What follows belongs to an exercise in optimizing a design on an open flow for small area, a short achievable clock period and few clock cycles per item; a production flow would make more cautious choices. RTL that was checked went through simulation tests only; none was proved equivalent to the original. Power figures rest on the tool's default switching activity, not on a simulated workload.

## time_binned_event_histogram
module time_binned_event_histogram #(
	parameter int MAX_BINS   = tbeh_pkg::MAX_BINS_DEF,
	parameter int COUNT_BITS = tbeh_pkg::COUNT_BITS_DEF
) (
	input  logic                                clk,
	input  logic                                arst_n,
	input  logic                                cfg_we,
	input  logic [tbeh_pkg::CFG_IDX_W-1:0]      cfg_index,
	input  logic [tbeh_pkg::CFG_DATA_W-1:0]     cfg_data,
	input  logic                                in_valid,
	output logic                                in_stall,
	input  logic [tbeh_pkg::OPCODE_W-1:0]       opcode,
	input  logic [tbeh_pkg::TIME_W-1:0]         event_time,
	input  logic                                passes_filter,
	output logic                                out_valid,
	input  logic                                out_stall,
	output logic [tbeh_pkg::BIN_IDX_W-1:0]      bin_index,
	output logic [tbeh_pkg::COUNT_OUT_W-1:0]    local_count,
	output logic [tbeh_pkg::COUNT_OUT_W-1:0]    global_count,
	output logic [tbeh_pkg::COUNT_OUT_W-1:0]    local_peak,
  ...
Size in the first run: about 6600 cells after synthesis, ~76000 µm² of cells after synthesis.
export LEC_CHECK = 0
export ABC_AREA = 1
export CAP_MARGIN = 20
export CORE_MARGIN = 2
export CORE_UTILIZATION = 35
export CTS_CLUSTER_DIAMETER = 60
export CTS_CLUSTER_SIZE = 30
export SETUP_SLACK_MARGIN = 4.2
export SLEW_MARGIN = 20
create_clock -name core_clock -period 7.0 [get_ports {clk}]
standard.sh (not shown) runs the stock make flow with config.mk's settings and CLKGATE_MAP_FILE= SYNTH_SCRIPT=/design/flow/synth_recipe.tcl, a recipe that flattens the netlist after the stock synthesis.
==> flow/flow/run.sh <==
#!/bin/bash
# The standard layout, with clock tree synthesis told not to add dummy loads.
# Each tool's full output stays in ORFS's own logs under orfs/logs; make's output
# goes to flow_make.log in this folder.
set -euo pipefail
export CTS_ARGS="-sink_clustering_enable -repair_clock_nets -sink_clustering_size 36 -sink_clustering_max_diameter 60 -dont_use_dummy_load"
bash standard.sh > flow_make.log 2>&1
Rerun with:
--- a/flow/flow/run.sh
+++ b/flow/flow/run.sh
@@ -6 +6 @@
-export CTS_ARGS="-sink_clustering_enable -repair_clock_nets -sink_clustering_size 36 -sink_clustering_max_diameter 60 -dont_use_dummy_load"
+export CTS_ARGS="-sink_clustering_enable -repair_clock_nets -sink_clustering_size 30 -sink_clustering_max_diameter 60 -dont_use_dummy_load"
The new run passed the timing, design-rule and antenna checks.
Cell area came out higher by 0.36%.
Register-to-register slack got worse by 0.03 ns.
Count of clock-buffer cells in the layout is higher by 9.
Setup slack is better by 0.0094 ns.
Worst hold slack gets worse by 0.019 ns.
Combinational power rose by about 0.8%.
Maximum frequency is higher by 0.32%.
Flip-flop and latch count is unchanged.
Clock skew hardly moves.
Power is higher by 1.1%.
Area after synthesis stays the same.
No functional check of the RTL was part of any run of this note.


== try-tundra ==
Another version of the RTL of time_binned_event_histogram (not shown whole).
For scale: about 2600 flip-flops, ~180 I/O pins, roughly 74000 um2 of cells after synthesis.
==> flow/config.mk <==
export PLATFORM = sky130hd
export DESIGN_NAME = time_binned_event_histogram
export DESIGN_NICKNAME = time_binned_event_histogram
export VERILOG_FILES = /design/flow/design.v
export SDC_FILE = /design/flow/constraint.sdc
export NUM_CORES = 4
export LEC_CHECK = 0
export ABC_AREA = 1
export CAP_MARGIN = 20
export CORE_MARGIN = 2
export CORE_UTILIZATION = 35
export CTS_CLUSTER_DIAMETER = 60
export CTS_CLUSTER_SIZE = 30
export SETUP_SLACK_MARGIN = 4.2
export SLEW_MARGIN = 20
==> flow/constraint.sdc <==
create_clock -name core_clock -period 7.0 [get_ports {clk}]
set_input_delay 1.4000 -clock core_clock [delete_from_list [all_inputs] [get_ports {clk}]]
set_output_delay 1.4000 -clock core_clock [all_outputs]
set_load 0.01 [all_outputs]
==> flow/flow/run.sh <==
#!/bin/bash
# The standard layout, with clock tree synthesis told not to add dummy loads.
# Each tool's full output stays in ORFS's own logs under orfs/logs; make's output
# goes to flow_make.log in this folder.
set -euo pipefail
export CTS_ARGS="-sink_clustering_enable -repair_clock_nets -sink_clustering_size 30 -sink_clustering_max_diameter 60 -dont_use_dummy_load"
bash standard.sh > flow_make.log 2>&1
try-tundra: PASS, flow complete, no timing, DRC or antenna violations
Testbench counts of try-tundra, summed over its fixed seeds: cycles 15,662, items 10,368.
Changes in try-violet relative to try-tundra:
Settings: swapping 4.2 for 4.35 in SETUP_SLACK_MARGIN.
--- outcome ---
Comparing try-violet against try-tundra, there is no change at all in number of buffers between clock root and the deepest sink.
In the tables for try-tundra and try-violet, final core utilization reads lower with try-tundra.
Number of nets at the end of the flow essentially unchanged between try-violet and try-tundra.
#### Input delta (try-onyx over try-violet)
Settings: swapping 4.35 for 4.2 in SETUP_SLACK_MARGIN; swapping 35 for 50 in CORE_UTILIZATION; putting PLACE_DENSITY at 0.75 where nothing was set.
==> run notes <==
- Setup slack in try-onyx is larger than in try-violet.
- Amount of wire on met3 after detailed routing, try-onyx and try-violet: lower on try-violet
- For number of instances resized during post-cts repair, dividing the value from try-onyx by the value from try-violet gives 0.828.
- try-onyx vs try-violet — count of clock-buffer cells in the layout dropped by more than 10%
- try-onyx reports its critical path endpoint as in_stall_q while try-violet reports local_count[8].
- try-onyx vs try-violet — share of the clock period used by the worst path after layout dropped 1.3 points.
- Maximum frequency delta for try-onyx relative to try-violet: 11 MHz higher
### try-onyx -> try-yarrow
Settings: PLACE_DENSITY no longer set, was 0.75; SETUP_SLACK_MARGIN now 4.35, was 4.2.
## What came out
- No run among try-onyx and try-yarrow stopped early or left any final violation; all are clean.
- Between try-onyx and try-yarrow, the difference in total placed cells including tap cells is negligible.
- Relative to try-onyx, required arrival time at the worst endpoint has gone down in try-yarrow.
- On final period utilization: between try-onyx and try-yarrow, it ends up lower for try-yarrow.
- Changes observed in try-yarrow relative to try-onyx: vertical extent of the die flat; area of all placed cells without fillers up 1.8%.
- The lower share of the core filled with cells in the final layout of try-onyx and try-yarrow is in try-onyx.
> inputs changed (try-yarrow -> try-nickel)
Settings: SETUP_SLACK_MARGIN changed from 4.35 to 4.2; CORE_UTILIZATION changed from 50 to 35.
==> flow/run.sh (new file) <==
#!/bin/bash
# synth_recipe.tcl (not shown) runs the flow's synth.tcl, then flattens the netlist and writes it again
# the make line also repeats each setting of config.mk as NAME=value (left out here)
make -C /OpenROAD-flow-scripts/flow DESIGN_CONFIG=/design/flow/config.mk WORK_HOME=/design/flow/orfs CLKGATE_MAP_FILE= SYNTH_SCRIPT=/design/flow/synth_recipe.tcl finish
removed: flow/flow/run.sh
removed: flow/standard.sh
## What came out
Sort try-nickel and try-yarrow by portion of total power attributed to the clock network, descending, and try-nickel comes first.
In the tables for try-nickel and try-yarrow, count of inserted tapcells reads higher with try-nickel.
The run showing the greater core area is try-nickel.
try-nickel against try-yarrow: number of vias per cell after detailed routing dropped 11%; final clock period utilization by the worst path now sits higher; first-iteration DRC count shows an increase of 4.4%; total power went up 2.6%; per-cell routed wire length shrank by 2.8 um.
The fraction of layout instances using a drive strength above 1 of try-nickel falls short of that of try-yarrow by 1.7 points.
Wire length of the first global-routing pass: try-nickel vs try-yarrow — no meaningful difference
Between try-nickel and try-yarrow, final setup slack of the worst path is higher for try-yarrow, try-nickel comes in under that.
> inputs changed (try-nickel -> try-sierra)
Settings: swapping 35 for 50 in CORE_UTILIZATION.
==> flow/flow/run.sh (new file) <==
#!/bin/bash
# The standard layout, with clock tree synthesis told not to add dummy loads.
# Each tool's full output stays in ORFS's own logs under orfs/logs; make's output
# goes to flow_make.log in this folder.
set -euo pipefail
export CTS_ARGS="-sink_clustering_enable -repair_clock_nets -sink_clustering_size 30 -sink_clustering_max_diameter 60 -dont_use_dummy_load"
bash standard.sh > flow_make.log 2>&1
==> flow/standard.sh (new file) <==
#!/bin/bash
# synth_recipe.tcl (not shown) runs the flow's synth.tcl, then flattens the netlist and writes it again
# the make line also repeats each setting of config.mk as NAME=value (left out here)
make -C /OpenROAD-flow-scripts/flow DESIGN_CONFIG=/design/flow/config.mk WORK_HOME=/design/flow/orfs CLKGATE_MAP_FILE= SYNTH_SCRIPT=/design/flow/synth_recipe.tcl "${@:-finish}"
removed: flow/run.sh
When the final numbers for try-sierra and try-nickel were put side by side, the number of cells after detailed placement turned out to be greater in try-nickel. Comparing try-sierra and try-nickel, combinational share of power is higher on try-sierra. Proportion of cell area occupied by registers: try-sierra > try-nickel. Going from try-nickel to try-sierra, the portion of the clock cycle consumed by the worst path in the final layout was found to have gone down by 0.57 points.

[static timing again, ports no longer ideal]
Ports are ideal in the flow. The routed layouts listed here were re-timed in OpenROAD.
Step 1: set_driving_cell puts a clkbuf_16 on clk and a buf_2 on each other input, an assumption about the parent block.
Step 2, shift: input delay + t, output delay - t, t = (earliest + latest rising clock arrival at the registers) / 2. This alone moves slack from input paths to output paths.
Slacks: no drivers / after step 1 / after step 2; pairs: no drivers / after step 1.
run	t (ns)	slack for setup (ns)	hold slack, ns	worst slew at a driven data input, ns
the first run of note 1	0.811	4.030 / 3.950 / 3.473	0.229 / 0.229 / 0.229	0.05
the second run of note 1	0.826	4.039 / 3.958 / 3.449	0.211 / 0.211 / 0.211	0.05
try-tundra	0.852	4.113 / 4.041 / 3.325	0.257 / 0.257 / 0.257	0.05
try-violet	0.854	4.014 / 3.923 / 3.425	0.270 / 0.270 / 0.270	0.07
try-onyx	0.796	4.105 / 4.038 / 3.363	0.259 / 0.259 / 0.259	0.06
try-yarrow	0.838	4.132 / 4.055 / 3.460	0.286 / 0.286 / 0.286	0.06
try-nickel	0.888	4.095 / 4.006 / 3.278	0.286 / 0.286 / 0.286	0.05
try-sierra	0.828	4.135 / 4.057 / 3.369	0.273 / 0.273 / 0.273	0.06
After both steps every run listed still meets setup and hold. For try-nickel, which loses most, drivers alone change the setup slack by -0.089 ns; drivers and shift together by -0.817 ns.
